This is an optimization exercise on Yosys and OpenROAD, whose aim is small area, a short achievable clock period and few clock cycles per item, not a production implementation. Where RTL was checked, it was by simulation tests only, not by an equivalence proof against the original. For runs 1 to 3 and 7, only the layout was checked, not whether the RTL still works. Power and IR drop assume default switching activity.

[design.v]
package saw_pkg;
  localparam logic [1:0] MODE_RX   = 2'd0;
  localparam logic [1:0] MODE_ENQ  = 2'd1;
  localparam logic [1:0] MODE_TICK = 2'd2;
  localparam logic [1:0] SEND_NONE = 2'd0;
  localparam logic [1:0] SEND_ATOM = 2'd1;
  localparam logic [1:0] SEND_INIT = 2'd2;
  localparam logic CFG_INIT_CHAR  = 1'b0;
  localparam logic CFG_ERROR_CHAR = 1'b1;
  localparam int WORD_W  = 64;
  localparam int COUNT_W = 9;
  localparam logic [2:0] OP_NOP     = 3'd0;
  localparam logic [2:0] OP_RX_INIT = 3'd1;
  localparam logic [2:0] OP_RX_DATA = 3'd2;
  localparam logic [2:0] OP_ENQ     = 3'd3;
  localparam logic [2:0] OP_TICK    = 3'd4;
  typedef logic [2:0] op_kind_t;
  typedef struct packed {
    op_kind_t          kind;
    logic [7:0]        rx_byte;
    logic [WORD_W-1:0] message;
  } op_t;
  typedef struct packed {
    logic [1:0]         send_kind;
    logic [WORD_W-1:0]  atom;
    logic               acked;
    logic               enqueue_accepted;
    logic [COUNT_W-1:0] queue_count;
    logic               link_ready;
  } res_t;
endpackage
module stop_and_wait_echo_ack_sender_core #(
  parameter int MSG_BYTES   = 8,
  parameter int QUEUE_DEPTH = 8
) (
  input  logic        clk,
  input  logic        rst,
  input  logic        in_valid,
  output logic        in_stall,
  input  logic [1:0]  mode,
  input  logic [7:0]  rx_byte,
  input  logic [63:0] message,
  output logic        out_valid,
  input  logic        out_stall,
  output logic [1:0]  send_kind,
  output logic [63:0] atom,
  output logic        acked,
  output logic        enqueue_accepted,
  output logic [8:0]  queue_count,
  output logic        link_ready,
  input  logic        cfg_write,
  input  logic        cfg_index,
  input  logic [7:0]  cfg_data
);
  logic [7:0] init_char;
  logic [7:0] error_char;
  always_ff @(posedge clk) begin
    if (rst) begin
      init_char  <= 8'd0;
      error_char <= 8'd0;
    end else if (cfg_write) begin
      if (cfg_index) error_char <= cfg_data;
      else           init_char  <= cfg_data;
    end
  end
  logic [63:0] q [8];        
  logic [3:0]  fill;         
  logic [8:0]  fill_oh;      
  logic        pend;         
  logic        link_up;
  logic        ack_ok;       
  logic        have_lead;    
  logic [2:0]  idx;          
  logic [7:0]  lead;         
  logic        mm;           
  logic        mme;          
  logic [1:0]  o_kind;
  logic        o_a0;         
  logic        o_a1;         
  logic        o_acked;
  logic        o_enq;
  logic [3:0] fill_up, fill_dn;
  assign fill_up = {fill_oh[7], fill_oh[6] | fill_oh[5] | fill_oh[4] | fill_oh[3],
                    fill_oh[6] | fill_oh[5] | fill_oh[2] | fill_oh[1],
                    fill_oh[6] | fill_oh[4] | fill_oh[2] | fill_oh[0]};
  assign fill_dn = {1'b0, fill_oh[8] | fill_oh[7] | fill_oh[6] | fill_oh[5],
                    fill_oh[8] | fill_oh[7] | fill_oh[4] | fill_oh[3],
                    fill_oh[8] | fill_oh[6] | fill_oh[4] | fill_oh[2]};
  logic go;
  assign in_stall = out_stall;
  assign go       = in_valid & ~out_stall;
  logic is_rx, is_init, rx_init, rx_data, is_enq, is_tick, enq_ok;
  assign is_rx   = (mode == 2'd0);
  assign is_init = (rx_byte == init_char);
  assign rx_init = is_rx & is_init;
  assign rx_data = is_rx & ~is_init & link_up;
  assign is_enq  = (mode == 2'd1);
  assign is_tick = (mode == 2'd2);
  assign enq_ok  = is_enq & ~fill_oh[8];
  logic nonempty, last, byte_ne, match, fin, send, deq;
  logic [7:0] hbyte;
  assign nonempty  = ~fill_oh[0];
  assign last      = have_lead & (idx == 3'd7);
  assign hbyte     = q[0][8*idx +: 8];
  assign byte_ne   = (rx_byte != hbyte);
  assign match     = nonempty & (lead != error_char) & ~mm & ~mme & (rx_byte == q[0][63:56]);
  assign fin       = rx_data & last;
  assign send      = fin ? (match ? ~(fill_oh[0] | fill_oh[1]) : nonempty)
                         : (is_tick & link_up & ack_ok & nonempty);
  assign deq       = go & fin & match;
  logic       shift;
  logic [7:0] tail;          
  logic [7:0] ld;
  logic [7:0] hold;
  logic [6:0] st;            
  assign shift   = pend & ~(go & is_enq & ~fill_oh[7]);
  assign tail[0] = ~pend & fill_oh[0];
  for (genvar i = 1; i < 7; i++) begin : g_tail
    assign tail[i] = pend ? fill_oh[i-1] : fill_oh[i];
  end
  assign tail[7] = pend ? (fill_oh[6] | fill_oh[7]) : fill_oh[7];
  for (genvar i = 0; i < 8; i++) begin : g_ld
    assign ld[i] = go & is_enq & tail[i];
  end
  for (genvar i = 0; i < 7; i++) begin : g_hold
    assign hold[i] = ~(shift | ld[i]);
  end
  assign hold[7] = ~ld[7];
  for (genvar k = 0; k < 7; k++) begin : g_st
    assign st[k] = go & rx_data & have_lead & fill_oh[0] & (idx == 3'(k));
  end
  logic [6:0] lane_ne;
  logic       mm_enq;
  for (genvar k = 0; k < 7; k++) begin : g_lane
    assign lane_ne[k] = (message[8*k +: 8] != q[7][8*k +: 8]) & (3'(k) < idx);
  end
  assign mm_enq = |lane_ne;
  for (genvar i = 0; i < 7; i++) begin : g_q
    always_ff @(posedge clk) begin
      q[i] <= ({64{shift}} & q[i+1]) | ({64{ld[i]}} & message) | ({64{hold[i]}} & q[i]);
    end
  end
  for (genvar k = 0; k < 8; k++) begin : g_q7
    if (k < 7) begin : g_st_lane
      always_ff @(posedge clk) begin
        q[7][8*k +: 8] <= ({8{ld[7]}} & message[8*k +: 8]) | ({8{st[k]}} & rx_byte)
                        | ({8{hold[7] & ~st[k]}} & q[7][8*k +: 8]);
      end
    end else begin : g_plain_lane
      always_ff @(posedge clk) begin
        q[7][8*k +: 8] <= ({8{ld[7]}} & message[8*k +: 8]) | ({8{hold[7]}} & q[7][8*k +: 8]);
      end
    end
  end
  logic show, pend_next;
  assign show      = go ? send : o_kind[0];
  assign pend_next = deq | (pend & ~shift);
  always_ff @(posedge clk) begin
    o_a0 <= show & ~pend_next;
    o_a1 <= show & pend_next;
  end
  always_ff @(posedge clk) begin
    if (go & rx_data & ~have_lead) begin
      lead <= rx_byte;
    end
    if (go & rx_data) begin
      if (~have_lead) mm <= 1'b0;
      else            mm <= mm | (nonempty & byte_ne);
    end
    if (go & rx_data & ~have_lead) begin
      mme <= 1'b0;
    end else if (go & is_enq & fill_oh[0]) begin
      mme <= mm_enq;
    end
    if (go) begin
      o_kind  <= rx_init ? 2'd2 : send ? 2'd1 : 2'd0;
      o_acked <= fin & match;
      o_enq   <= enq_ok;
    end
  end
  always_ff @(posedge clk) begin
    if (rst) begin
      fill      <= 4'd0;
      fill_oh   <= 9'd1;
      pend      <= 1'b0;
      link_up   <= 1'b0;
      ack_ok    <= 1'b0;
      have_lead <= 1'b0;
      idx       <= 3'd0;
      out_valid <= 1'b0;
    end else begin
      pend <= pend_next;
      if (go) begin
        out_valid <= 1'b1;
      end else if (~out_stall) begin
        out_valid <= 1'b0;
      end
      if (deq) begin
        fill    <= fill_dn;
        fill_oh <= fill_oh >> 1;
      end else if (go & enq_ok) begin
        fill    <= fill_up;
        fill_oh <= fill_oh << 1;
      end
      if (go & rx_init) begin
        link_up <= 1'b1;
        if (~link_up) ack_ok <= 1'b1;
      end else if (go & fin) begin
        if (send)        ack_ok <= 1'b0;
        else if (match)  ack_ok <= 1'b1;
      end else if (go & send) begin
        ack_ok <= 1'b0;
      end
      if (go & rx_data) begin
        have_lead <= ~last;
        if (have_lead) idx <= idx + 3'd1;
      end
    end
  end
  assign send_kind        = o_kind;
  assign atom             = ({64{o_a0}} & q[0]) | ({64{o_a1}} & q[1]);
  assign acked            = o_acked;
  assign enqueue_accepted = o_enq;
  assign queue_count      = {5'd0, fill};
  assign link_ready       = link_up;
endmodule
[flow/run.sh]
#!/bin/bash
# Standard layout, except that the delay cells (clkdlybuf4s*, dlygate*, dlymetal*)
# are don't-use after synthesis, so port buffers, repair and hold fixing use
# plain buffers. Synthesis is the standard one, unchanged.
set -euo pipefail
cd "$(dirname "$0")/.."
bash standard.sh synth > synth.log 2>&1
DU=$(make -s -C "$FLOW_HOME" DESIGN_CONFIG="$PWD/config.mk" WORK_HOME="$PWD/orfs" print-DONT_USE_CELLS 2>/dev/null | sed -n 's/^DONT_USE_CELLS: //p')
EXTRA=""
for c in clkdlybuf4s15_1 clkdlybuf4s15_2 clkdlybuf4s18_1 clkdlybuf4s18_2 clkdlybuf4s25_1 clkdlybuf4s25_2 \
         clkdlybuf4s50_1 clkdlybuf4s50_2 dlygate4sd1_1 dlygate4sd2_1 dlygate4sd3_1 \
         dlymetal6s2s_1 dlymetal6s4s_1 dlymetal6s6s_1; do
  EXTRA="$EXTRA sky130_fd_sc_hd__$c"
done
bash standard.sh "DONT_USE_CELLS=$DU$EXTRA" finish > layout.log 2>&1
[config.mk]
export PLATFORM = sky130hd
export DESIGN_NAME = stop_and_wait_echo_ack_sender_core
export DESIGN_NICKNAME = stop_and_wait_echo_ack_sender_core
export VERILOG_FILES = /design/flow/design.v
export SDC_FILE = /design/flow/constraint.sdc
export NUM_CORES = 4
export LEC_CHECK = 0
export CAP_MARGIN = 20
export CORE_MARGIN = 2
export CORE_UTILIZATION = 50
export CTS_CLUSTER_DIAMETER = 100
export CTS_CLUSTER_SIZE = 26
export SETUP_SLACK_MARGIN = 2.6
export SLEW_MARGIN = 50
[constraint.sdc]
create_clock -name core_clock -period 5.0 [get_ports {clk}]
set_input_delay 1.0000 -clock core_clock [delete_from_list [all_inputs] [get_ports {clk}]]
set_output_delay 1.0000 -clock core_clock [all_outputs]
set_load 0.01 [all_outputs]
[standard.sh]
#!/bin/bash
# synth_recipe.tcl (not shown) runs the flow's synth.tcl, then flattens the netlist and writes it again
# the make line also repeats each setting of config.mk as NAME=value (left out here)
make -C /OpenROAD-flow-scripts/flow DESIGN_CONFIG=/design/flow/config.mk WORK_HOME=/design/flow/orfs CLKGATE_MAP_FILE= SYNTH_SCRIPT=/design/flow/synth_recipe.tcl "${@:-finish}"
==> summary.md, run 1 <==
| Metric | Value |
|---|---|
| Clock network latency to the later pin of the worst-skew pair | `about 600 ps` |
| Hold crit path type | `reg -> reg` |
| Hold Path Origin | `q[6][60]$_DFF_P_` |
| Mapped Avg Cell Area | `8.70 um2` |
| Core Region | `around 47,000 um2` |
| Routability cong. | `around 0.81` |
| Yosys warning total | `2` |
| Port Buf Inserts | `162` |
| M2 GR Usage | `approximately 48%` |
| Max FO, Critical Path | `7` |
| Tot Pwr | `0.00804 W` |
| WS Path Type | `reg -> out` |
| Clock Sink Count | `564` |
| GRT met3 Usage | `between 2 and 3%` |
| Synth cell types | `55` |
| Vias | `slightly above 20,000` |
| Commonest non-fill, non-tap cell in the layout | `nand2_1` |
| Number of global-route vias before repair | `about 19,000` |
| DRC | `0` |
| Vias per cell | `between 6 and 7` |
| CTS tree | `built` |
| Ys flop type | `dfxtp_1` |
| Initial antenna violation count | `2` |
| Worst reg2reg startpoint | `idx[0]$_SDFFE_PP0N_` |
| Boundary Pins | `168` |
| Final min period | `roughly 2700 ps` |
| Worst slew pin tran | `around 660 ps` |
| Die area | `about 49,000 um2` |
| Final #Nets | `between 2,000 and 3,000` |
| Placed inst area | `between 20,000 and 25,000 um2` |
| Setup crit start kind | `flip-flop` |
| Final Max Tran Viols | `0` |
| Die X | `221 um` |
| Starting density of the core | `slightly above 50%` |
| TritonRoute pass-1 iters | `5` |
| Die Ht | `approximately 220 um` |
| Leakage | `11.7 nW` |
| Setup TNS | `0 ps` |
| Detail Route Antenna Nets | `0` |
| Critical Path RT | `~4000 ps` |
| Max Buffers Root-to-Sink | `3` |
| Power density cells | `303 nW/um2` |
| Hold Fails Final Rpt | `0` |
| Wire per inst | `22.8 um` |
| Largest net degree at the start of global routing | `114` |
| Met1 usage | `41.1%` |
| Peak supply drop | `0.225 mV` |
| Final Skew | `25.8 ps` |
| Final cell count without fillers | `3,360` |
| Design area | `around 27,000 um2` |
| GRT Total Usage | `29.3%` |
| Most frequent cells in the layout | `nand2_1, dfxtp_1, a22oi_1` |
| Synthesis-to-finish area growth | `12.3%` |
| First-pass GRT wire length | `between 100,000 and 150,000 um` |
| Number of synthesized flops with an enable pin | `21` |
| Tcrit/Tclk final | `a little over half` |
| Final Setup Violations | `0` |
| Rel. slew slack | `a little under three fifths` |
| Register bit count reported by yosys | `564` |
| Routed wire length | `76,500 um` |
| Share of cells above drive strength 1 | `between 10% and 20%` |
| Placed instance count | `3,264` |
| Sequential cell area fraction in the yosys report | `around half` |
| DPL Wire Length | `43,900 um` |
| RSZ-0062 raised after global routing | `yes` |
| GR Overflow Total | `0` |
| F_max | `about 370 MHz` |
| Run status | `finished clean` |
| Most crowded layer after global routing | `met2` |
| CP startpoint | `o_a1$_DFF_P_` |
| # rows | `79` |
| DRT iter0 DRCs | `1,870` |
| Syn Inst Count | `roughly 2,700` |
| H-tree depth | `1` |
| CTS Buf Count | `25` |
| Worst-path clk slew | `roughly 110 ps` |
| Max Cap Viol | `0` |
| Root Buffer | `clkbuf_16` |
| Worst Path Arrival | `between 1500 and 2000 ps` |
| Async S/R FF share, synth | `0%` |
| Endpoint type of the worst setup path | `output port` |
| Netlist Area Pre-Place | `about 24,000 um2` |
==> timing repair <==
action	4_1_cts	5_1_grt
setup buffers	33	13
hold buffers	0	0
endpoints found under the setup margin	584	447
pin swaps	12	31
resized for setup	116	131
cloned	9	10
==> where the power goes <==
| part | total [W] | switching, W | internal [W] |
|---|---|---|---|
| clock | 0.00236 | 0.00144 | 0.000916 |
| sequential | 0.00499 | 0.000253 | 0.00474 |
| combinational | 0.000692 | 0.000404 | 0.000288 |
| total | 0.00804 | 0.00210 | 0.00594 |
==> worst paths after layout <==
path | to | slack [ps] | depth (start not counted)
hold reg to reg | q[6][60]$_DFF_P_ | 450 | 2
setup / recovery | atom[48] | 2300 | 4
setup reg to reg | mm$_SDFFCE_PN0N_ | 2500 | 7
hold / removal | q[6][60]$_DFF_P_ | 450 | 2
==> logic make-up (layout without fill, tap and decap cells) <==
kind of cell	after synthesis	in the layout	share of synthesized area, %
and+or+nand+nor	1056	1057	18.1
DFF	564	564	48.7
xor gates and xnor gates	83	83	3.08
other	1	6	0.0159
AOI/OAI and AO/OA	700	703	22.6
buffers and inverters	270	299	5.30
adders and majority gates	4	4	0.212
muxes	37	37	2.06
==> layer usage <==
layer | vias up | share of wire, %
li1 | 9512 | -
met1 | 9941 | 44
met2 | 771 | 46
met3 | 105 | 6.5
met4 | 0 | 2.8
met5 | - | 0
==> registers in the layout, summed over array words and instances, names as in the netlist, 2 cells and up, named ones only <==
register,count
error_char,8
fill,3
fill_oh,9
idx,3
init_char,8
lead,8
o_kind,2
q,504
==> cell usage after synthesis, types with 12 or more instances <==
cell      instances  share of area, %
nand2_1         919                15
dfxtp_1         543                46
a22oi_1         453                14
buf_2           124               2.6
a22o_1          121               4.5
clkbuf_1        100               1.6
a21o_1           58               1.8
xnor2_1          52               1.9
nor2_1           34              0.54
xor2_1           31               1.1
a21oi_1          28              0.59
buf_1            21              0.33
edfxtp_1         21               2.7
nand3_1          19              0.40
mux2i_1          17              0.72
nand4_1          15              0.40
buf_4            14              0.44
mux2_2           12              0.57
==> stage by stage <==
| step | hold WS, ps | worst slack [ps] | utilization (%) |
|---|---|---|---|
| finish | 447 | 2300 | 57.0 |
| global route | 463 | 2280 | 57.0 |
| CTS | 449 | 2290 | 55.5 |
| detailed placement | 433 | 1300 | 52.4 |
| global placement | 430 | 1220 | 52.1 |
| floorplan | 423 | 2350 | - |
==> area by class of cell <==
cell class | instances | area, um2
diodes | 1 | 2.50
clock buffers | 29 | 641
clock inverters | 1 | 8.76
fillers | 4262 | 20000
inverters | 7 | 33.8
multi-input cells | 1889 | 11500
flip-flops and latches | 564 | 11500
well taps | 607 | 759
repair buffers | 262 | 2100
==> worst max-delay path, cell delays in order, from the launching register on <==
cell and delay [ps]:
dfxtp_4 420, buf_12 160, buf_16 140, a22o_4 250, buf_6 130
==> run 2, diff against run 1 <==
--- a/design.v
+++ b/design.v
@@ -64,7 +64,6 @@
     end
   end
   logic [63:0] q [8];        
-  logic [3:0]  fill;         
   logic [8:0]  fill_oh;      
   logic        pend;         
   logic        link_up;
@@ -74,21 +73,22 @@
   logic [7:0]  lead;         
   logic        mm;           
   logic        mme;          
+  logic        a_v;
+  logic [1:0]  a_kind;
+  logic        a_acked;
+  logic        a_enq;
+  logic        a_h0;         
+  logic        a_h1;         
   logic [1:0]  o_kind;
-  logic        o_a0;         
-  logic        o_a1;         
+  logic [63:0] o_atom;
   logic        o_acked;
   logic        o_enq;
-  logic [3:0] fill_up, fill_dn;
-  assign fill_up = {fill_oh[7], fill_oh[6] | fill_oh[5] | fill_oh[4] | fill_oh[3],
-                    fill_oh[6] | fill_oh[5] | fill_oh[2] | fill_oh[1],
-                    fill_oh[6] | fill_oh[4] | fill_oh[2] | fill_oh[0]};
-  assign fill_dn = {1'b0, fill_oh[8] | fill_oh[7] | fill_oh[6] | fill_oh[5],
-                    fill_oh[8] | fill_oh[7] | fill_oh[4] | fill_oh[3],
-                    fill_oh[8] | fill_oh[6] | fill_oh[4] | fill_oh[2]};
-  logic go;
+  logic [3:0]  o_count;
+  logic        o_link;
+  logic go, b_adv;
   assign in_stall = out_stall;
   assign go       = in_valid & ~out_stall;
+  assign b_adv    = ~(out_valid & out_stall);
   logic is_rx, is_init, rx_init, rx_data, is_enq, is_tick, enq_ok;
   assign is_rx   = (mode == 2'd0);
   assign is_init = (rx_byte == init_char);
@@ -109,12 +109,14 @@
                          : (is_tick & link_up & ack_ok & nonempty);
   assign deq       = go & fin & match;
   logic       shift;
+  logic       pend_next;
   logic [7:0] tail;          
   logic [7:0] ld;
   logic [7:0] hold;
   logic [6:0] st;            
-  assign shift   = pend & ~(go & is_enq & ~fill_oh[7]);
-  assign tail[0] = ~pend & fill_oh[0];
+  assign shift     = pend & ~(go & is_enq & ~fill_oh[7]);
+  assign pend_next = deq | (pend & ~shift);
+  assign tail[0]   = ~pend & fill_oh[0];
   for (genvar i = 1; i < 7; i++) begin : g_tail
     assign tail[i] = pend ? fill_oh[i-1] : fill_oh[i];
   end
@@ -152,13 +154,6 @@
       end
     end
   end
-  logic show, pend_next;
-  assign show      = go ? send : o_kind[0];
-  assign pend_next = deq | (pend & ~shift);
-  always_ff @(posedge clk) begin
-    o_a0 <= show & ~pend_next;
-    o_a1 <= show & pend_next;
-  end
   always_ff @(posedge clk) begin
     if (go & rx_data & ~have_lead) begin
       lead <= rx_byte;
@@ -172,34 +167,20 @@
     end else if (go & is_enq & fill_oh[0]) begin
       mme <= mm_enq;
     end
-    if (go) begin
-      o_kind  <= rx_init ? 2'd2 : send ? 2'd1 : 2'd0;
-      o_acked <= fin & match;
-      o_enq   <= enq_ok;
-    end
-  end
-  always_ff @(posedge clk) begin
-    if (rst) begin
-      fill      <= 4'd0;
+  end
+  always_ff @(posedge clk) begin
+    if (rst) begin
       fill_oh   <= 9'd1;
       pend      <= 1'b0;
       link_up   <= 1'b0;
       ack_ok    <= 1'b0;
       have_lead <= 1'b0;
       idx       <= 3'd0;
-      out_valid <= 1'b0;
     end else begin
       pend <= pend_next;
-      if (go) begin
-        out_valid <= 1'b1;
-      end else if (~out_stall) begin
-        out_valid <= 1'b0;
-      end
       if (deq) begin
-        fill    <= fill_dn;
         fill_oh <= fill_oh >> 1;
       end else if (go & enq_ok) begin
-        fill    <= fill_up;
         fill_oh <= fill_oh << 1;
       end
       if (go & rx_init) begin
@@ -217,10 +198,49 @@
       end
     end
   end
+  logic a_show;
+  assign a_show = go ? send : (a_h0 | a_h1);
+  always_ff @(posedge clk) begin
+    if (rst) begin
+      a_v <= 1'b0;
+    end else if (go) begin
+      a_v <= 1'b1;
+    end else if (b_adv) begin
+      a_v <= 1'b0;
+    end
+    if (go) begin
+      a_kind  <= rx_init ? 2'd2 : send ? 2'd1 : 2'd0;
+      a_acked <= fin & match;
+      a_enq   <= enq_ok;
+    end
+    a_h0 <= a_show & ~pend_next;
+    a_h1 <= a_show & pend_next;
+  end
+  logic [3:0] count;
+  assign count = {fill_oh[8],
+                  fill_oh[7] | fill_oh[6] | fill_oh[5] | fill_oh[4],
+                  fill_oh[7] | fill_oh[6] | fill_oh[3] | fill_oh[2],
+                  fill_oh[7] | fill_oh[5] | fill_oh[3] | fill_oh[1]};
+  always_ff @(posedge clk) begin
+    if (rst) begin
+      out_valid <= 1'b0;
+    end else if (b_adv) begin
+      out_valid <= a_v;
+    end
+    if (b_adv) begin
+      o_kind  <= a_kind;
+      o_acked <= a_acked;
+      o_enq   <= a_enq;
+      o_count <= count;
+      o_link  <= link_up;
+    end
+    o_atom <= ({64{b_adv & a_h0}} & q[0]) | ({64{b_adv & a_h1}} & q[1])
+            | ({64{~b_adv}} & o_atom);
+  end
   assign send_kind        = o_kind;
-  assign atom             = ({64{o_a0}} & q[0]) | ({64{o_a1}} & q[1]);
+  assign atom             = o_atom;
   assign acked            = o_acked;
   assign enqueue_accepted = o_enq;
-  assign queue_count      = {5'd0, fill};
-  assign link_ready       = link_up;
+  assign queue_count      = {5'd0, o_count};
+  assign link_ready       = o_link;
 endmodule
==> summary.md, run 2 <==
| Metric | Value |
|---|---|
| Number of global-route vias before repair | `a little over 20,000` |
| Most frequent cells in the layout | `nand2_1, dfxtp_1, a22oi_1` |
| Max FO, Critical Path | `9` |
| Largest family of logic cells by synthesized area | `compound AO/OA/AOI/OAI gates` |
| Share of cells above drive strength 1 | `between 8 and 9%` |
| CP max stage delay | `roughly 540 ps` |
| Most numerous cell in the Yosys netlist | `nand2_1` |
| H-tree depth | `1` |
| Number of synthesized flops with an enable pin | `30` |
| RSZ-0062 raised after global routing | `yes` |
| Commonest non-fill, non-tap cell in the layout | `nand2_1` |
| Hold crit path type | `reg -> reg` |
| FF-to-FF path depth | `8` |
| Flop pwr share | `about 62%` |
| Boundary Pins | `approximately 170` |
| Hold_buf cts | `0` |
| Setup TNS | `0 ps` |
| Multiplexer share of the synthesized area | `roughly 1.6%` |
| Netlist Area Pre-Place | `26,100 um2` |
| Routability cong. | `0.864` |
| Area taken by multi-input logic gates | `~12,000 um2` |
| Clock Sink Count | `635` |
| F_max | `around 400 MHz` |
| First-pass GRT wire length | `123,000 um` |
| Diodes inserted | `0` |
| Yosys warning total | `2` |
| Worst slew pin tran | `around 770 ps` |
| Routed wire length | `82,200 um` |
| Final Max Tran Viols | `0` |
| GR Overflow Total | `0` |
| Max Cap Viol | `0` |
| Die area | `54,000 um2` |
| Top flop regs | `q: 504 flops, o_atom: 64 flops, fill_oh: 9 flops` |
| Die X | `around 230 um` |
| DRT iter0 DRCs | `2,296` |
| Crit path capture | `mme$_SDFFE_PP0P_` |
| Peak supply drop | `about 0.24 mV` |
| Placed inst area | `26,900 um2` |
| Worst reg2reg startpoint | `idx[0]$_SDFFE_PP0N_` |
| Final min period | `between 2000 and 2500 ps` |
| Max reg flops | `a little over 500` |
| Synthesis-to-finish area growth | `8.12%` |
| CTS tree | `built` |
| DRC | `0` |
| Cell depth of the worst setup path | `6` |
| Ys flop type | `dfxtp_1` |
| Endpoint type of the worst setup path | `flip-flop` |
| Pint | `0.00673 W` |
| GRT Total Usage | `between 20 and 30%` |
| Synth cell types | `62` |
| Port Buf Inserts | `between 150 and 200` |
| Final Skew | `between 20 and 25 ps` |
| NetSw | `approximately 0.0024 W` |
| Clock network latency to the later pin of the worst-skew pair | `about 600 ps` |
| Worst-path clk slew | `120 ps` |
| Final #Nets | `around 3,000` |
| Max Buffers Root-to-Sink | `3` |
| Simple-gate area share of the yosys netlist | `18.3%` |
| Largest net degree at the start of global routing | `92` |
| Rel. slew slack | `around 49%` |
| Slowest CP cell | `nor4_1` |
| Xor/xnor share of the synthesized area | `slightly below 3%` |
| Mapped Avg Cell Area | `between 8 and 9 um2` |
| Starting density of the core | `between 50% and 60%` |
| Core Region | `between 50,000 and 60,000 um2` |
| DPL Wire Length | `~51,000 um` |
| Tcrit/Tclk final | `between 40% and 50%` |
| Power density cells | `roughly 320 nW/um2` |
| Detail Route Antenna Nets | `0` |
| Clock share of power | `between 20 and 30%` |
| Largest area contributor in the netlist | `dfxtp_1` |
| Sw Share | `between 20% and 30%` |
| Hold Fails Final Rpt | `0` |
| Design area | `~28,000 um2` |
| WS Path Type | `in -> reg` |
| Worst Path Arrival | `a little under 3000 ps` |
| Sequential standard cell area | `~13,000 um2` |
| Root Buffer | `clkbuf_16` |
| CP delay by family, top | `simple AND/OR/NAND/NOR gates` |
| Leakage | `12.3 nW` |
| Vias | `roughly 22,000` |
| Post-Route Utilization | `54.9%` |
| Vias per cell | `~6` |
| Area share of the largest cell type after synthesis | `46.4%` |
| Pre-CTS setup slack | `around 1500 ps` |
| Synth top area cells | `dfxtp_1, a22oi_1, nand2_1` |
| Critical Path RT | `5500 ps` |
| Adder-cell share of the synthesized area | `0.192%` |
| Synth Area in Compound Gates | `around 21%` |
| Run status | `finished clean` |
| R2r setup slk | `between 2000 and 3000 ps` |
| Critical path buffers and inverters | `1` |
| Setup crit start kind | `primary input` |
| Fill cells | `4,831` |
| Top reg by flops | `q` |
| Commonest cells in the netlist | `nand2_1, dfxtp_1, a22oi_1` |
| Final Setup Violations | `0` |
| Gate power share | `8.4%` |
| Final WS setup | `approximately 2500 ps` |
| Die Ht | `232 um` |
| Wire per inst | `22.7 um` |
| CP startpoint | `message[42]` |
| CTS Buf Count | `28` |
| Async S/R FF share, synth | `0%` |
| Syn Inst Count | `between 2,000 and 3,000` |
| TritonRoute pass-1 iters | `6` |
| Initial antenna violation count | `4` |
| # rows | `between 80 and 90` |
| RR Endpoint | `ack_ok$_SDFFE_PP0P_` |
| Register bit count reported by yosys | `about 640` |
| Sequential cell area fraction in the yosys report | `roughly half` |
| Crit-path cells | `buf_1, xor2_1, nor4_1, a31oi_1, nor3_1, a211oi_1` |
| Final hold slack | `~430 ps` |
[run 2: through the flow]
step	cells	power (W)
3_5_place_dp	3557	0.00657
2_1_floorplan	2938	0.00618
3_3_place_gp	3549	0.00654
5_1_grt	3627	0.00945
4_1_cts	3602	0.00919
6_report	3627	0.00915
[run 2: worst register-to-register path, delay by kind of cell (launching register included)]
kind	cells	cell delay (ps)
AO/OA/AOI/OAI	4	980
flip-flops	1	530
adder cells (fa/ha/maj)	2	340
buffers and inverters	1	260
AND/OR/NAND/NOR	1	120
[run 2: area by class of cell]
cell class              count  area share, %
inverters                   9          0.146
clock inverters             1         0.0577
flip-flops and latches    635           46.2
clock buffers              35           2.65
multi-input cells        2019           42.7
repair buffers            248           5.25
well taps                 680           3.02
[run 2: how the worst min path moves through the flow]
stage,end,slack (ps),cells past startpoint,startpoint
global route,o_kind[0]$_DFFE_PN_,440,0,a_kind[0]$_SDFFCE_PN0P_
detailed placement,o_kind[0]$_DFFE_PN_,400,0,a_kind[0]$_SDFFCE_PN0P_
global placement,o_enq$_DFFE_PN_,400,0,a_enq$_DFFE_PP_
floorplan,o_acked$_DFFE_PN_,400,0,a_acked$_DFFE_PP_
CTS,o_kind[0]$_DFFE_PN_,430,0,a_kind[0]$_SDFFCE_PN0P_
finish,o_kind[0]$_DFFE_PN_,430,0,a_kind[0]$_SDFFCE_PN0P_
[run 2: cell families (layout without fill, tap and decap cells)]
logic type	count (synthesis)	count (layout)
and+or+nand+nor	1178	1178
AOI/OAI and AO/OA	705	706
DFF	635	635
buffers and inverters	285	293
xor gates and xnor gates	86	86
muxes	40	40
adders and majority gates	4	4
other	1	5
[run 2: routing by layer]
layer	track usage, %	share of wire, %
met3	5.32	8.0
met1	41.5	45
met2	44.9	44
met4	9.84	3.3
met5	0	0.046
[run 2: power by group through the flow]
stage	registers, W	clock network, W	logic, W
finish	0.00570	0.00267	0.000772
global route	0.00573	0.00287	0.000854
CTS	0.00569	0.00273	0.000761
detailed placement	0.00581	0	0.000754
global placement	0.00580	0	0.000740
floorplan	0.00570	0	0.000479
[run 2: repair_timing]
action,4_1_cts,5_1_grt
setup buffers,8,21
setup endpoints to repair,514,370
resized for setup,31,43
pin swaps,3,5
gates cloned,1,2
==> run 3, diff against run 2 <==
--- a/config.mk
+++ b/config.mk
@@ -10,5 +10,5 @@
 export CORE_UTILIZATION = 50
 export CTS_CLUSTER_DIAMETER = 100
 export CTS_CLUSTER_SIZE = 26
-export SETUP_SLACK_MARGIN = 2.6
+export SETUP_SLACK_MARGIN = 2.72
 export SLEW_MARGIN = 50
==> summary.md, run 3 <==
| Metric | Value |
|---|---|
| First-pass GRT wire length | `134,000 um` |
| Netlist Area Pre-Place | `roughly 26,000 um2` |
| Initial antenna violation count | `2` |
| Wire per inst | `about 25 um` |
| Final WS setup | `~2700 ps` |
| Critical Path RT | `5570 ps` |
| DPL Wire Length | `54,200 um` |
| Leakage | `roughly 13 nW` |
| Setup TNS | `0 ps` |
| GRT Total Usage | `approximately a third` |
| Setup crit start kind | `primary input` |
| RR Endpoint | `mm$_SDFFCE_PN0N_` |
| Worst Path Arrival | `2870 ps` |
| Most frequent cells in the layout | `nand2_1, dfxtp_1, a22oi_2` |
| Final hold slack | `approximately 430 ps` |
| Most numerous cell in the Yosys netlist | `nand2_1` |
| FF-to-FF path depth | `7` |
| WHS Endpoint | `o_acked$_DFFE_PN_` |
| Max Buffers Root-to-Sink | `3` |
| Detail Route Antenna Nets | `0` |
| H-tree depth | `1` |
| Root Buffer | `clkbuf_16` |
| Hold path cells | `0` |
| Number of synthesized flops with an enable pin | `30` |
| RSZ-0062 raised after global routing | `yes` |
| DRC | `0` |
| GR Overflow Total | `0` |
| Yosys warning total | `2` |
| Mapped Avg Cell Area | `between 8 and 9 um2` |
| Die Ht | `~230 um` |
| Routability cong. | `0.859` |
| Area taken by multi-input logic gates | `approximately 14,000 um2` |
| Hold_buf cts | `0` |
| Endpoint type of the worst setup path | `flip-flop` |
| TritonRoute pass-1 iters | `5` |
| Top flop regs | `q: 504 flops, o_atom: 64 flops, fill_oh: 9 flops` |
| F_max | `about 430 MHz` |
| Hold Path Origin | `a_acked$_DFFE_PP_` |
| Commonest cells in the netlist | `nand2_1, dfxtp_1, a22oi_1` |
| Largest area contributor in the netlist | `dfxtp_1` |
| Synthesis-to-finish area growth | `21.7%` |
| Sequential cell area fraction in the yosys report | `between 40% and 50%` |
| Run status | `finished clean` |
| Clock Sink Count | `around 640` |
| Area share of the largest cell type after synthesis | `a little under half` |
| Number of global-route vias before repair | `21,290` |
| Async S/R FF share, synth | `0%` |
| Commonest non-fill, non-tap cell in the layout | `nand2_1` |
| Die area | `54,000 um2` |
| Sequential standard cell area | `13,000 um2` |
| Max FO, Critical Path | `13` |
| Hold crit path type | `reg -> reg` |
| Starting density of the core | `around half` |
| Final Skew | `between 20 and 25 ps` |
| # rows | `83` |
| Placed instance count | `between 3,000 and 4,000` |
| Power density cells | `approximately 300 nW/um2` |
| WS Path Type | `in -> reg` |
| Port Buf Inserts | `between 150 and 200` |
| Tcrit/Tclk final | `46.0%` |
| CTS Buf Count | `28` |
| Vias | `around 23,000` |
| Syn Inst Count | `a little under 3,000` |
| Final #Nets | `roughly 3,100` |
| Max Cap Viol | `0` |
| Top reg by flops | `q` |
| Share of cells above drive strength 1 | `23.4%` |
| Peak supply drop | `about 0.27 mV` |
| Hold Fails Final Rpt | `0` |
| Register bit count reported by yosys | `approximately 640` |
| Vias per cell | `~6.1` |
| Final min period | `roughly 2300 ps` |
| Max reg flops | `~500` |
| Routed wire length | `about 94,000 um` |
| Worst reg2reg startpoint | `idx[1]$_SDFFE_PP0N_` |
| Core Region | `51,400 um2` |
| Largest net degree at the start of global routing | `between 70 and 80` |
| Design area | `around 32,000 um2` |
| Worst-path clk slew | `between 100 and 150 ps` |
| Final Max Tran Viols | `0` |
| Placed inst area | `~29,000 um2` |
| Pre-CTS setup slack | `about 1500 ps` |
| Clock network latency to the later pin of the worst-skew pair | `roughly 630 ps` |
| Worst slew pin tran | `roughly 790 ps` |
| Ys flop type | `dfxtp_1` |
| Diodes inserted | `0` |
| Fill cells | `approximately 4,400` |
| Boundary Pins | `168` |
| DRT iter0 DRCs | `roughly 2,200` |
| Final cell count without fillers | `~3,700` |
| Synth top area cells | `dfxtp_1, a22oi_1, nand2_1` |
| CTS tree | `built` |
| Rel. slew slack | `between 40% and 50%` |
| Die X | `around 230 um` |
| Final Setup Violations | `0` |
| Synth cell types | `just over 60` |
| R2r setup slk | `about 2700 ps` |
## run 3: cell count changes in the layout (fill, tap and decap cells not counted), sizes merged
cell and delta:
and3 +1, buf +58, bufbuf +6, clkbuf +34
nor2 +2, o21a -1
## run 3: final cells by class
type                            count  share of cell area [%]
Timing Repair Buffer              343                    9.95
Sequential cell                   635                    41.0
Inverter                            9                   0.126
Clock buffer                       38                    2.46
Tap cell                          680                    2.68
Clock inverter                      1                  0.0355
Multi-Input combinational cell   2021                    43.7
## run 3: kinds of logic after synthesis
| family | after synthesis | synth area share, % |
|---|---|---|
| simple gates | 1178 | 18.3 |
| compound gates | 705 | 20.7 |
| flops | 635 | 49.9 |
| buf+inv | 285 | 6.49 |
| xor+xnor | 86 | 2.89 |
| mux | 40 | 1.55 |
| fa+ha+maj | 4 | 0.192 |
| other cells | 1 | 0.0144 |
## run 3: per-stage QoR
step                      power, W  utilization (%)
after global routing       0.00961             61.8
after global placement     0.00658             55.6
final                      0.00931             61.8
after CTS                  0.00931             59.7
after detailed placement   0.00661             56.2
after floorplan            0.00622                -
## run 3: worst max path at each step
stage,startpoint,end,cells after the start
final,out_stall,q[6][26]$_DFF_P_,11
after global routing,out_stall,q[6][31]$_DFF_P_,11
after CTS,mode[1],q[7][5]$_DFF_P_,7
after global placement,mode[0],q[6][38]$_DFF_P_,8
after detailed placement,out_stall,q[5][23]$_DFF_P_,9
after floorplan,rx_byte[7],q[7][24]$_DFF_P_,9
## run 3: power by group
| group | leakage, nW | internal [W] | switching, W | total [W] |
|---|---|---|---|---|
| logic | 7.69 | 0.000287 | 0.000534 | 0.000820 |
| registers | 5.23 | 0.00539 | 0.000338 | 0.00573 |
| clock network | 0.385 | 0.00110 | 0.00165 | 0.00275 |
| total | 13.3 | 0.00678 | 0.00252 | 0.00931 |
## run 3: per-layer routing
| layer | global-route usage, % | vias up | share of wire (%) |
|---|---|---|---|
| met2 | 52.7 | 940 | 46 |
| met5 | 0 | - | 0.026 |
| met1 | 43.9 | 11307 | 42 |
| met3 | 3.69 | 186 | 7.3 |
| met4 | 10.9 | 4 | 4.2 |
| li1 | - | 10404 | - |
## run 3: timing repair
action / CTS / global route
gates resized for setup: 85 / 77
gates cloned: 16 / 27
pin swaps: 14 / 12
endpoints found under the setup margin: 528 / 439
buffers inserted: 53 / 27
## run 3: worst max-delay path, stage by stage
cell	delay [ps]
clkbuf_2	100
nand2b_4	160
or3_4	370
o21a_4	260
buf_8	150
buf_16	180
nor2_4	140
buf_12	180
clkbuf_16	180
nand2_1	60
nand2_1	50
==> run 4, diff against run 3 <==
--- a/design.v
+++ b/design.v
@@ -129,7 +129,7 @@
   end
   assign hold[7] = ~ld[7];
   for (genvar k = 0; k < 7; k++) begin : g_st
-    assign st[k] = go & rx_data & have_lead & fill_oh[0] & (idx == 3'(k));
+    assign st[k] = fill_oh[0] & (idx == 3'(k));
   end
   logic [6:0] lane_ne;
   logic       mm_enq;
==> summary.md, run 4 <==
| Metric | Value |
|---|---|
| Tcrit/Tclk final | `about 47%` |
| Setup TNS | `0 ps` |
| Final Max Tran Viols | `0` |
| GRT Total Usage | `between 20 and 30%` |
| Most numerous cell in the Yosys netlist | `nand2_1` |
| WS Path Type | `in -> reg` |
| F_max | `430 MHz` |
| Max FO, Critical Path | `8` |
| Final Skew | `roughly 33 ps` |
| Post-Route Utilization | `~55%` |
| Initial antenna violation count | `1` |
| Sequential cell area fraction in the yosys report | `about half` |
| Routability cong. | `~0.84` |
| Vias per cell | `5.99` |
| Root Buffer | `clkbuf_16` |
| Syn Inst Count | `around 3,000` |
| TritonRoute pass-1 iters | `9` |
| Max Cap Viol | `0` |
| Top flop regs | `q: 504 flops, o_atom: 64 flops, fill_oh: 9 flops` |
| CTS Buf Count | `28` |
| GR Overflow Total | `0` |
| H-tree depth | `1` |
| Crit-path cells | `buf_6, nand2b_4, or3_4, o21a_4, buf_6, buf_6, nor2_4, buf_8, buf_12, nand2_1, nand2_1` |
| Final Setup Violations | `0` |
| Synth top area cells | `dfxtp_1, nand2_1, a22oi_1` |
| Clock Sink Count | `635` |
| Synth cell types | `50` |
| Port Buf Inserts | `around 160` |
| Die Ht | `approximately 230 um` |
| Async S/R FF share, synth | `0%` |
| Number of synthesized flops with an enable pin | `30` |
| Die X | `231 um` |
| Netlist Area Pre-Place | `about 26,000 um2` |
| Largest area contributor in the netlist | `dfxtp_1` |
| R2r setup slk | `~2700 ps` |
| Routed wire length | `approximately 84,000 um` |
| Hold_buf cts | `0` |
| Run status | `finished clean` |
| Number of global-route vias before repair | `~20,000` |
| Hold crit path type | `reg -> reg` |
| Clock network latency to the later pin of the worst-skew pair | `630 ps` |
| Die area | `53,400 um2` |
| Worst Path Arrival | `~2900 ps` |
| Largest net degree at the start of global routing | `67` |
| First-pass GRT wire length | `123,000 um` |
| RSZ-0062 raised after global routing | `yes` |
| Worst-path clk slew | `110 ps` |
| Top reg by flops | `q` |
| Endpoint type of the worst setup path | `flip-flop` |
| Most frequent cells in the layout | `nand2_1, dfxtp_1, a22oi_1` |
| CP max stage delay | `between 300 and 400 ps` |
| Peak supply drop | `~0.27 mV` |
| # rows | `83` |
| Starting density of the core | `50.4%` |
| Setup crit start kind | `primary input` |
| Detail Route Antenna Nets | `0` |
| Final min period | `2330 ps` |
| DPL Wire Length | `around 47,000 um` |
| Slowest CP cell | `or3_4` |
| Area share of the largest cell type after synthesis | `between 40% and 50%` |
| Max Buffers Root-to-Sink | `3` |
| Final #Nets | `between 3,000 and 4,000` |
| Critical Path RT | `around 5600 ps` |
| Rel. slew slack | `slightly above 50%` |
| Commonest cells in the netlist | `nand2_1, dfxtp_1, a22oi_1` |
| Ys flop type | `dfxtp_1` |
| DRT iter0 DRCs | `approximately 2,600` |
| Diodes inserted | `0` |
| CTS tree | `built` |
| Synthesis-to-finish area growth | `8.69%` |
| Cell mode on critical path | `buf_6` |
| Power density cells | `about 330 nW/um2` |
| Wire per inst | `~23 um` |
| Yosys warning total | `2` |
| Register bit count reported by yosys | `between 600 and 700` |
| DRC | `0` |
| Max reg flops | `approximately 500` |
| Commonest non-fill, non-tap cell in the layout | `nand2_1` |
| Mapped Avg Cell Area | `a little under 9 um2` |
| Share of cells above drive strength 1 | `around 7.3%` |
| Leakage | `12.2 nW` |
| Boundary Pins | `around 170` |
| Worst slew pin tran | `roughly 740 ps` |
| Vias | `around 22,000` |
| Core Region | `~51,000 um2` |
| Hold Fails Final Rpt | `0` |
| Final hold slack | `between 400 and 500 ps` |
==> run 4: changes by cell type in the layout (fill, tap and decap cells not counted), moves of 12 or more <==
cell,before,now
a21o_1,58,0
a22oi_2,431,4
a22oi_1,30,506
clkbuf_16,51,37
a22o_1,57,2
xor2_1,36,52
buf_16,21,4
xnor2_1,45,33
nand2_1,917,1012
buf_1,173,161
buf_2,36,22
==> run 4: power by group <==
group	internal (W)	switching [W]
Combinational	0.000292	0.000510
Clock	0.00108	0.00163
Sequential	0.00540	0.000275
Total	0.00677	0.00241
==> run 4: through the flow <==
stage,std cells,worst slack [ps],instance area (um2),power [W]
after detailed placement,3583,1280,26200,0.00656
after global routing,3677,2640,28000,0.00951
after global placement,3579,1070,26100,0.00653
after CTS,3651,2650,27400,0.00920
final,3677,2670,28000,0.00919
after floorplan,2965,2340,25900,0.00621
==> run 4: what timing repair did <==
item / in CTS / in global routing
gates resized for setup: 40 / 86
cloned: 3 / 13
endpoints found under the setup margin: 540 / 501
pin swaps: 6 / 9
buffers inserted: 28 / 13
==> run 4: cell type report <==
class / instances / area, um2
clock buffer: 36 / 762
clock inverter: 1 / 16.3
fill: 4811 / 23100
inverter: 7 / 26.3
multi-input combinational: 2054 / 11500
sequential: 635 / 13000
tap: 680 / 851
timing repair buffer: 264 / 1870
==> run 4: critical path, delay by kind of cell <==
family	cells	cell delay, ps
buf+inv	5	730
compound gates	1	260
simple gates	5	880
==> run 4: per-layer routing <==
layer,routed length (um),vias up,track usage (%),part of all wire [%]
li1,-,10223,-,-
met1,36600,10804,40.7,44
met2,39300,888,48.2,47
met3,5350,118,2.37,6.4
met4,2450,0,8.31,2.9
met5,0,-,0,0
==> run 4: final timing paths <==
check                                   endpoint  depth (start not counted)                 from
worst max register to register  mm$_SDFFCE_PN0P_                          7  idx[0]$_SDFFE_PP0P_
worst min register to register   o_enq$_DFFE_PN_                          0      a_enq$_DFFE_PP_
worst min-delay path             o_enq$_DFFE_PN_                          0      a_enq$_DFFE_PP_
worst max-delay path            q[3][17]$_DFF_P_                         11            out_stall
==> run 4: kinds of logic (layout without fill, tap and decap cells) <==
logic type      Yosys count  in the layout  share of synthesized area, %
compound gates          628            629                          18.3
xor+xnor                 87             87                          2.96
fa+ha+maj                 4              4                         0.194
buf+inv                 278            308                          6.15
flops                   635            635                          50.5
mux                      44             44                          2.14
other cells               1              5                        0.0146
simple gates           1284           1285                          19.7
Testbench counts of run 4, summed over its fixed seeds: cycles 5,819, items 5,795.
==> run 5, diff against run 4 <==
--- a/config.mk
+++ b/config.mk
@@ -10,5 +10,5 @@
 export CORE_UTILIZATION = 50
 export CTS_CLUSTER_DIAMETER = 100
 export CTS_CLUSTER_SIZE = 26
-export SETUP_SLACK_MARGIN = 2.72
+export SETUP_SLACK_MARGIN = 2.6
 export SLEW_MARGIN = 50
==> summary.md, run 5 <==
| Metric | Value |
|---|---|
| Run status | `finished clean` |
| Die Ht | `roughly 230 um` |
| Routed wire length | `between 80,000 and 90,000 um` |
| Synth top area cells | `dfxtp_1, nand2_1, a22oi_1` |
| Fill cells | `~4,900` |
| Vias per cell | `5.97` |
| Critical Path RT | `around 5500 ps` |
| Top reg by flops | `q` |
| WS Path Type | `in -> reg` |
| CTS Buf Count | `28` |
| FF-to-FF path depth | `7` |
| Final #Nets | `between 3,000 and 4,000` |
| Routability cong. | `~0.83` |
| F_max | `a little over 400 MHz` |
| Worst Path Arrival | `2900 ps` |
| Core Region | `roughly 51,000 um2` |
| Port Buf Inserts | `162` |
| Die X | `approximately 230 um` |
| Yosys warning total | `2` |
| Share of cells above drive strength 1 | `just under 6%` |
| Wire per inst | `around 22 um` |
| Setup crit start kind | `primary input` |
| DPL Wire Length | `around 48,000 um` |
| Starting density of the core | `between 50% and 60%` |
| Netlist Area Pre-Place | `approximately 26,000 um2` |
| Placed instance count | `3,583` |
| RSZ-0062 raised after global routing | `yes` |
| Largest area contributor in the netlist | `dfxtp_1` |
| Hold path cells | `0` |
| Vias | `~22,000` |
| Die area | `approximately 53,000 um2` |
| Commonest cells in the netlist | `nand2_1, dfxtp_1, a22oi_1` |
| GRT Total Usage | `between 20% and 30%` |
| Register bit count reported by yosys | `approximately 640` |
| Boundary Pins | `168` |
| Final cell count without fillers | `roughly 3,600` |
| Commonest non-fill, non-tap cell in the layout | `nand2_1` |
| Final WS setup | `around 2600 ps` |
| Pre-CTS setup slack | `approximately 1500 ps` |
| DRC | `0` |
| Worst-path clk slew | `110 ps` |
| Setup TNS | `0 ps` |
| Hold crit path type | `reg -> reg` |
| Number of global-route vias before repair | `20,321` |
| Sequential standard cell area | `about 13,000 um2` |
| CTS tree | `built` |
| First-pass GRT wire length | `about 120,000 um` |
| Leakage | `between 10 and 15 nW` |
| Max reg flops | `between 500 and 600` |
| R2r setup slk | `~2700 ps` |
| TritonRoute pass-1 iters | `6` |
| Hold Path Origin | `a_kind[1]$_SDFFCE_PN1P_` |
| Number of synthesized flops with an enable pin | `30` |
| Synthesis-to-finish area growth | `6.98%` |
| Async S/R FF share, synth | `0%` |
| Max Buffers Root-to-Sink | `3` |
| Peak supply drop | `0.251 mV` |
| Power density cells | `332 nW/um2` |
| Hold_buf cts | `0` |
| Clock network latency to the later pin of the worst-skew pair | `slightly above 600 ps` |
| Max Cap Viol | `0` |
| Area taken by multi-input logic gates | `between 10,000 and 15,000 um2` |
| H-tree depth | `1` |
| Final Setup Violations | `0` |
| Syn Inst Count | `roughly 3,000` |
| Final hold slack | `431 ps` |
| Worst slew pin tran | `around 770 ps` |
| Detail Route Antenna Nets | `0` |
| Most numerous cell in the Yosys netlist | `nand2_1` |
| DRT iter0 DRCs | `between 2,000 and 2,500` |
| Hold Fails Final Rpt | `0` |
| Clock Sink Count | `635` |
| GR Overflow Total | `0` |
| RR Endpoint | `fill_oh[3]$_SDFFE_PP0P_` |
| Initial antenna violation count | `2` |
| Area share of the largest cell type after synthesis | `around 47%` |
| # rows | `between 80 and 90` |
| Final Skew | `about 28 ps` |
| Most frequent cells in the layout | `nand2_1, dfxtp_1, a22oi_1` |
| Max FO, Critical Path | `8` |
| Synth cell types | `50` |
| Ys flop type | `dfxtp_1` |
| Largest net degree at the start of global routing | `110` |
| Tcrit/Tclk final | `48.4%` |
| Sequential cell area fraction in the yosys report | `between 50% and 60%` |
| Root Buffer | `clkbuf_16` |
| Rel. slew slack | `between 40% and 50%` |
| Final min period | `between 2000 and 2500 ps` |
| Final Max Tran Viols | `0` |
| Mapped Avg Cell Area | `8.70 um2` |
| Endpoint type of the worst setup path | `flip-flop` |
| Top flop regs | `q: 504 flops, o_atom: 64 flops, fill_oh: 9 flops` |
| WHS Endpoint | `o_kind[1]$_DFFE_PN_` |
| Worst reg2reg startpoint | `idx[1]$_SDFFE_PP0P_` |
-- run 5: cell counts after synthesis --
No cell type changed its count.
-- run 5: cells by family (layout without fill, tap and decap cells) --
group           Yosys count  after routing  share of synthesized area (%)
fa+ha+maj                 4              4                          0.194
compound gates          628            629                           18.3
simple gates           1284           1285                           19.7
xor+xnor                 87             87                           2.96
buf+inv                 278            279                           6.15
mux                      44             44                           2.14
other cells               1              6                         0.0146
flops                   635            635                           50.5
-- run 5: repair_timing --
action | in CTS | in global routing
setup buffers | 20 | 0
gates resized for setup | 20 | 30
endpoints found under the setup margin | 455 | 231
endpoints found under the hold margin | 0 | 0
cloned | 5 | 3
pin swaps | 5 | 0
-- run 5: report_power, final --
| part | leakage (nW) | total [W] | switching (W) | internal (W) |
|---|---|---|---|---|
| clock | 0.379 | 0.00268 | 0.00161 | 0.00108 |
| sequential | 5.23 | 0.00569 | 0.000288 | 0.00540 |
| combinational | 6.32 | 0.000788 | 0.000500 | 0.000289 |
-- run 5: layout make-up --
class,count,share of cell area (%)
clock buffers,36,2.76
diodes,1,0.00908
repair buffers,235,5.40
clock inverters,1,0.0590
inverters,7,0.104
multi-input cells,2054,41.3
well taps,680,3.09
flip-flops and latches,635,47.3
-- run 5: worst max-delay path: stages --
cell and delay [ps]:
buf_1 290, xor2_1 210, nor4_2 550, a211oi_2 190
and4_1 360, a22oi_1 200, a21oi_1 100
-- run 5: worst max path at each step --
stage	startpoint	endpoint
final	rx_byte[0]	fill_oh[3]$_SDFFE_PP0P_
after global routing	rx_byte[4]	fill_oh[3]$_SDFFE_PP0P_
after global placement	mode[0]	q[3][19]$_DFF_P_
after detailed placement	mode[0]	q[1][28]$_DFF_P_
after floorplan	out_stall	q[0][23]$_DFF_P_
after CTS	rx_byte[3]	fill_oh[3]$_SDFFE_PP0P_
-- run 5: per-layer routing --
layer	global-route usage, %	part of all wire, %
met1	40.1	43
met2	48.4	47
met3	3.68	7.0
met4	8.31	2.6
met5	0	0.016
-- run 5: metrics by stage --
step | utilization, % | cell area (um2) | total power (W)
after floorplan | - | 25900 | 0.00621
after global placement | 51.0 | 26100 | 0.00654
after detailed placement | 51.3 | 26200 | 0.00657
after CTS | 53.6 | 27400 | 0.00922
after global routing | 53.9 | 27600 | 0.00952
final | 53.9 | 27600 | 0.00916
==> run 6, diff against run 5 <==
--- a/config.mk
+++ b/config.mk
@@ -10,5 +10,5 @@
 export CORE_UTILIZATION = 50
 export CTS_CLUSTER_DIAMETER = 100
 export CTS_CLUSTER_SIZE = 26
-export SETUP_SLACK_MARGIN = 2.6
+export SETUP_SLACK_MARGIN = 2.66
 export SLEW_MARGIN = 50
==> summary.md, run 6 <==
| Metric | Value |
|---|---|
| Run status | `finished clean` |
| Max Buffers Root-to-Sink | `3` |
| Largest net degree at the start of global routing | `approximately 120` |
| Commonest non-fill, non-tap cell in the layout | `nand2_1` |
| Initial antenna violation count | `1` |
| Synthesis-to-finish area growth | `8.15%` |
| Clock network latency to the later pin of the worst-skew pair | `between 600 and 700 ps` |
| Critical Path RT | `between 5000 and 6000 ps` |
| Synth cell types | `50` |
| Vias per cell | `around 6` |
| GR Overflow Total | `0` |
| Hold_buf cts | `0` |
| Syn Inst Count | `around 3,000` |
| H-tree depth | `1` |
| CTS Buf Count | `28` |
| Setup TNS | `0 ps` |
| Rel. slew slack | `between 50% and 60%` |
| Async S/R FF share, synth | `0%` |
| Core Region | `~51,000 um2` |
| Synth top area cells | `dfxtp_1, nand2_1, a22oi_1` |
| Final #Nets | `roughly 3,100` |
| Max FO, Critical Path | `64` |
| CTS tree | `built` |
| Routed wire length | `just over 80,000 um` |
| DPL Wire Length | `48,000 um` |
| Final Skew | `about 14 ps` |
| Top flop regs | `q: 504 flops, o_atom: 64 flops, fill_oh: 9 flops` |
| Wire per inst | `roughly 22 um` |
| Leakage | `12.1 nW` |
| Most frequent cells in the layout | `nand2_1, dfxtp_1, a22oi_1` |
| GRT Total Usage | `28.9%` |
| Sequential cell area fraction in the yosys report | `slightly above 50%` |
| Yosys warning total | `2` |
| Detail Route Antenna Nets | `0` |
| Hold path cells | `0` |
| WS Path Type | `in -> reg` |
| TritonRoute pass-1 iters | `8` |
| Top reg by flops | `q` |
| Final Max Tran Viols | `0` |
| Share of cells above drive strength 1 | `a little under 7%` |
| Die area | `between 50,000 and 60,000 um2` |
| Final min period | `approximately 2400 ps` |
| Worst slew pin tran | `slightly above 700 ps` |
| Largest area contributor in the netlist | `dfxtp_1` |
| Starting density of the core | `between 50 and 60%` |
| First-pass GRT wire length | `between 100,000 and 150,000 um` |
| Commonest cells in the netlist | `nand2_1, dfxtp_1, a22oi_1` |
| FF-to-FF path depth | `7` |
| Root Buffer | `clkbuf_16` |
| Area taken by multi-input logic gates | `11,400 um2` |
| Sequential standard cell area | `about 13,000 um2` |
| Port Buf Inserts | `~160` |
| # rows | `between 80 and 90` |
| Hold crit path type | `reg -> reg` |
| Power density cells | `roughly 330 nW/um2` |
| Clock Sink Count | `approximately 640` |
| Boundary Pins | `about 170` |
| Die Ht | `between 200 and 250 um` |
| Worst-path clk slew | `around 100 ps` |
| Worst Path Arrival | `about 3000 ps` |
| Number of global-route vias before repair | `about 20,000` |
| Endpoint type of the worst setup path | `flip-flop` |
| Hold Fails Final Rpt | `0` |
| Die X | `231 um` |
| F_max | `424 MHz` |
| Fill cells | `roughly 4,800` |
| Max Cap Viol | `0` |
| RSZ-0062 raised after global routing | `yes` |
| Tot Pwr | `0.00916 W` |
| Vias | `between 20,000 and 25,000` |
| Tcrit/Tclk final | `a little under half` |
| Setup crit start kind | `primary input` |
| Area share of the largest cell type after synthesis | `47.0%` |
| Register bit count reported by yosys | `roughly 640` |
| DRT iter0 DRCs | `around 2,400` |
| Number of synthesized flops with an enable pin | `30` |
| Mapped Avg Cell Area | `a little under 9 um2` |
| Most numerous cell in the Yosys netlist | `nand2_1` |
| Final Setup Violations | `0` |
| DRC | `0` |
| Routability cong. | `0.838` |
| Max reg flops | `504` |
| Peak supply drop | `around 0.3 mV` |
| Ys flop type | `dfxtp_1` |
| Netlist Area Pre-Place | `25,800 um2` |
-- run 6: cell count changes in the layout (fill, tap and decap cells not counted), moves of 7 or more --
cell / previous run / this run
nor2_2: 10 / 2
clkbuf_2: 2 / 12
buf_1: 165 / 158
nor2_1: 152 / 159
a22oi_2: 4 / 13
a22oi_1: 506 / 497
buf_6: 9 / 20
-- run 6: metrics by stage --
step                setup WS [ps]  cell area (um2)  util, %  instances  hold WS [ps]
detailed placement           1140            26200     51.3       3585           412
floorplan                    2340            25900        -       2965           400
finish                       2640            27900     54.5       3671           438
global route                 2590            27900     54.5       3670           439
global placement             1040            26100     51.1       3581           402
CTS                          2600            27400     53.6       3651           437
-- run 6: worst max-delay path: stages --
cell and delay [ps]:
buf_1 110, nand2b_4 180, or3_4 400, buf_6 150
buf_2 200, nor2_4 180, clkbuf_16 320, a22oi_1 140
nand2_1 80
-- run 6: timing repair --
action,CTS,global route
endpoints found under the setup margin,527,286
cloned,5,11
setup buffers,24,7
resized for setup,25,66
pin swaps,9,0
-- run 6: area by class of cell --
cell class	count	share of cell area, %
multi-input cells	2053	41.0
repair buffers	258	6.38
well taps	680	3.05
clock inverters	3	0.0763
diodes	1	0.00898
clock buffers	34	2.67
flip-flops and latches	635	46.7
inverters	7	0.103
-- run 6: logic make-up (layout without fill, tap and decap cells) --
logic type,count (synthesis),count (layout),synth area share [%]
adders and majority gates,4,4,0.194
and+or+nand+nor,1284,1284,19.7
other,1,6,0.0146
muxes,44,44,2.14
DFF,635,635,50.5
buffers and inverters,278,302,6.15
xor gates and xnor gates,87,87,2.96
AOI/OAI and AO/OA,628,629,18.3
-- run 6: power breakdown --
group / leakage (nW) / internal, W / switching, W / total, W
clock network: 0.377 / 0.00106 / 0.00162 / 0.00268
logic: 6.49 / 0.000290 / 0.000504 / 0.000794
registers: 5.23 / 0.00541 / 0.000283 / 0.00569
total: 12.1 / 0.00676 / 0.00241 / 0.00916
-- run 6: worst paths after layout --
| check | startpoint | to | slack, ps |
|---|---|---|---|
| setup / recovery | out_stall | q[2][6]$_DFF_P_ | 2640 |
| hold reg to reg | a_kind[1]$_SDFFCE_PN1P_ | o_kind[1]$_DFFE_PN_ | 440 |
| hold / removal | a_kind[1]$_SDFFCE_PN1P_ | o_kind[1]$_DFFE_PN_ | 440 |
| setup reg to reg | idx[0]$_SDFFE_PP0P_ | mm$_SDFFCE_PN0P_ | 2720 |
-- run 6: layer usage --
layer / track usage, % / part of all wire [%] / vias to the layer above
met1: 40.1 / 44 / 10632
met2: 47.4 / 46 / 824
met4: 8.83 / 3.3 / 0
met3: 3.05 / 6.9 / 147
met5: 0 / 0 / -
li1: - / - / 10236
==> run 7, diff against run 6 <==
--- a/design.v
+++ b/design.v
@@ -108,25 +108,18 @@
   assign send      = fin ? (match ? ~(fill_oh[0] | fill_oh[1]) : nonempty)
                          : (is_tick & link_up & ack_ok & nonempty);
   assign deq       = go & fin & match;
-  logic       shift;
   logic       pend_next;
-  logic [7:0] tail;          
   logic [7:0] ld;
+  logic [6:0] shf;
   logic [7:0] hold;
   logic [6:0] st;            
-  assign shift     = pend & ~(go & is_enq & ~fill_oh[7]);
-  assign pend_next = deq | (pend & ~shift);
-  assign tail[0]   = ~pend & fill_oh[0];
-  for (genvar i = 1; i < 7; i++) begin : g_tail
-    assign tail[i] = pend ? fill_oh[i-1] : fill_oh[i];
-  end
-  assign tail[7] = pend ? (fill_oh[6] | fill_oh[7]) : fill_oh[7];
-  for (genvar i = 0; i < 8; i++) begin : g_ld
-    assign ld[i] = go & is_enq & tail[i];
-  end
-  for (genvar i = 0; i < 7; i++) begin : g_hold
-    assign hold[i] = ~(shift | ld[i]);
-  end
+  assign pend_next = deq;
+  for (genvar i = 0; i < 7; i++) begin : g_ld
+    assign ld[i]   = |fill_oh[i:0];           
+    assign shf[i]  = ~ld[i] & pend;
+    assign hold[i] = ~ld[i] & ~pend;
+  end
+  assign ld[7]   = |fill_oh[7:1];
   assign hold[7] = ~ld[7];
   for (genvar k = 0; k < 7; k++) begin : g_st
     assign st[k] = fill_oh[0] & (idx == 3'(k));
@@ -139,7 +132,7 @@
   assign mm_enq = |lane_ne;
   for (genvar i = 0; i < 7; i++) begin : g_q
     always_ff @(posedge clk) begin
-      q[i] <= ({64{shift}} & q[i+1]) | ({64{ld[i]}} & message) | ({64{hold[i]}} & q[i]);
+      q[i] <= ({64{shf[i]}} & q[i+1]) | ({64{ld[i]}} & message) | ({64{hold[i]}} & q[i]);
     end
   end
   for (genvar k = 0; k < 8; k++) begin : g_q7
==> summary.md, run 7 <==
| Metric | Value |
|---|---|
| DRT iter0 DRCs | `about 1,400` |
| Wire per inst | `between 20 and 25 um` |
| First-pass GRT wire length | `about 110,000 um` |
| Die area | `approximately 56,000 um2` |
| Starting density of the core | `50.8%` |
| Endpoint type of the worst setup path | `flip-flop` |
| Run status | `finished clean` |
| Syn Inst Count | `just under 3,000` |
| Tcrit/Tclk final | `between 40% and 50%` |
| Port Buf Inserts | `~160` |
| Final WS setup | `between 2000 and 3000 ps` |
| Setup crit start kind | `primary input` |
| Routed wire length | `74,800 um` |
| Largest net degree at the start of global routing | `87` |
| Clock network latency to the later pin of the worst-skew pair | `~630 ps` |
| Boundary Pins | `~170` |
| Die Ht | `236 um` |
| RSZ-0062 raised after global routing | `yes` |
| Number of synthesized flops with an enable pin | `30` |
| Final #Nets | `~3,000` |
| DRC | `0` |
| Vias | `approximately 21,000` |
| Critical Path RT | `approximately 5500 ps` |
| Leakage | `10.7 nW` |
| Synthesis-to-finish area growth | `7.76%` |
| F_max | `between 400 and 500 MHz` |
| GRT Total Usage | `about a quarter` |
| Peak supply drop | `0.265 mV` |
| H-tree depth | `1` |
| Max FO, Critical Path | `9` |
| Worst-path clk slew | `~110 ps` |
| Die X | `between 200 and 250 um` |
| Final Setup Violations | `0` |
| Initial antenna violation count | `4` |
| Top flop regs | `q: 504 flops, o_atom: 64 flops, fill_oh: 9 flops` |
| Final hold slack | `449 ps` |
| Largest area contributor in the netlist | `dfxtp_1` |
| Pint | `about 0.0072 W` |
| Hold_buf cts | `0` |
| Power density cells | `341 nW/um2` |
| Clock Sink Count | `around 640` |
| Root Buffer | `clkbuf_16` |
| Max reg flops | `approximately 500` |
| Number of global-route vias before repair | `19,022` |
| Ys flop type | `dfxtp_1` |
| Synth cell types | `53` |
| Worst Path Arrival | `2850 ps` |
| Final min period | `2350 ps` |
| # rows | `between 80 and 90` |
| Netlist Area Pre-Place | `between 20,000 and 30,000 um2` |
| Setup TNS | `0 ps` |
| Clock share of power | `a little over a quarter` |
| Core Region | `52,900 um2` |
| Most frequent cells in the layout | `dfxtp_1, mux2i_1, nor2_1` |
| Routability cong. | `0.819` |
| Area share of the largest cell type after synthesis | `a little under half` |
| Register bit count reported by yosys | `635` |
| Worst slew pin tran | `approximately 690 ps` |
| Pre-CTS setup slack | `around 1900 ps` |
| Async S/R FF share, synth | `0%` |
| Yosys warning total | `2` |
| Synth top area cells | `dfxtp_1, mux2i_1, nor2_1` |
| Top reg by flops | `q` |
| Final Max Tran Viols | `0` |
| Commonest non-fill, non-tap cell in the layout | `dfxtp_1` |
| Flop pwr share | `between 60% and 70%` |
| NetSw | `between 0.002 and 0.003 W` |
| Detail Route Antenna Nets | `0` |
| Sw Share | `27.3%` |
| Commonest cells in the netlist | `dfxtp_1, mux2i_1, nor2_1` |
| CTS tree | `built` |
| Max Cap Viol | `0` |
| WS Path Type | `in -> reg` |
| TritonRoute pass-1 iters | `5` |
| GR Overflow Total | `0` |
| Most numerous cell in the Yosys netlist | `dfxtp_1` |
| Sequential cell area fraction in the yosys report | `between 40% and 50%` |
| Hold Fails Final Rpt | `0` |
| Gate power share | `11.9%` |
| DPL Wire Length | `47,800 um` |
| Hold crit path type | `reg -> reg` |
| Max Buffers Root-to-Sink | `3` |
| CTS Buf Count | `28` |
| Mapped Avg Cell Area | `around 9.1 um2` |
| Final Skew | `29.5 ps` |
| Share of cells above drive strength 1 | `5.10%` |
| Rel. slew slack | `between 50% and 60%` |
| Vias per cell | `between 5 and 6` |
==> run 7: kinds of logic after synthesis <==
logic type | synth area share (%)
AOI/OAI and AO/OA | 13.3
xor gates and xnor gates | 2.84
adders and majority gates | 0.186
buffers and inverters | 4.29
DFF | 48.4
muxes | 18.5
other | 0.0140
and+or+nand+nor | 12.4
==> run 7: layout make-up <==
class                      count  area (um2)
antenna                        3        7.51
clock buffer                  38         759
clock inverter                 3        21.3
fill                        4840       23900
inverter                       7        26.3
multi-input combinational   2032       12900
sequential                   635       13000
tap                          688         861
timing repair buffer         225        1350
==> run 7: stage by stage <==
| stage | std cells | area [um2] | util (%) | power (W) |
|---|---|---|---|---|
| detailed placement | 3563 | 27800 | 52.5 | 0.00726 |
| global route | 3630 | 28900 | 54.7 | 0.0103 |
| global placement | 3556 | 27600 | 52.2 | 0.00720 |
| floorplan | 2947 | 27000 | - | 0.00684 |
| CTS | 3621 | 28800 | 54.5 | 0.00992 |
| finish | 3631 | 28900 | 54.7 | 0.00986 |
==> run 7: path summary, 6_finish.rpt <==
path	from	to	slack (ps)	cells past startpoint
worst max-delay path	message[22]	mme$_SDFFE_PP0P_	2650	7
worst min-delay path	a_kind[0]$_SDFFCE_PN0P_	o_kind[0]$_DFFE_PN_	450	0
worst max register to register	fill_oh[0]$_SDFFE_PP1P_	q[6][19]$_DFF_P_	2670	9
worst min register to register	a_kind[0]$_SDFFCE_PN0P_	o_kind[0]$_DFFE_PN_	450	0
==> run 7: repair_timing <==
action	in CTS	in global routing
gates cloned	4	0
pin swaps	7	7
endpoints found under the hold margin	0	0
gates resized for setup	27	22
endpoints found under the setup margin	323	303
setup buffers	13	6
==> run 7: power by group through the flow <==
stage | Sequential (W) | Clock, W | Combinational (W)
2_1_floorplan | 0.00599 | 0 | 0.000849
3_3_place_gp | 0.00610 | 0 | 0.00110
3_5_place_dp | 0.00611 | 0 | 0.00115
4_1_cts | 0.00599 | 0.00276 | 0.00117
5_1_grt | 0.00606 | 0.00292 | 0.00133
6_report | 0.00600 | 0.00269 | 0.00117
==> run 7: worst max-delay path, stage by stage <==
cell and delay [ps]:
buf_1 400, xnor2_1 180, nand4_1 120, nor2_1 390, nand4_1 290, o31ai_1 340
a311oi_1 130
==> run 7: routing by layer <==
metal  global-route usage (%)  part of all wire (%)
met1                     36.7                    47
met4                     6.64                   2.6
met5                        0                 0.036
met3                     3.03                   4.3
met2                     42.6                    46

[separate check: timing with driven ports]
How much do the figures lean on ideal ports? The routed layouts below were timed once more, with nothing changed but the port constraints.
Step 1, drivers: a clkbuf_16 drives clk and a buf_2 each remaining input, both assumed.
Step 2 moves the port delays by t, midway between the first and last clock arrival at a register: inputs arrive t later, outputs are due t later. That takes back most of the time a late clock gives input paths.
Three values: no drivers, after step 1, after step 2; two values: the first two.
run | t, ns | slack for setup (ns) | worst setup path after step 2
run 1 | 0.642 | 2.298 / 2.239 / 2.009 | input to register
run 2 | 0.669 | 2.520 / 2.546 / 1.877 | input to register
run 3 | 0.687 | 2.698 / 2.716 / 2.054 | input to register
run 4 | 0.674 | 2.674 / 2.693 / 2.025 | input to register
run 5 | 0.669 | 2.581 / 2.619 / 1.950 | input to register
run 6 | 0.678 | 2.641 / 2.663 / 2.002 | input to register
run 7 | 0.669 | 2.652 / 2.662 / 2.018 | input to register
After both steps every run listed still meets setup and hold. The setup slack of run 4, which loses most, moves by +0.019 ns with the drivers and by -0.649 ns with both steps.
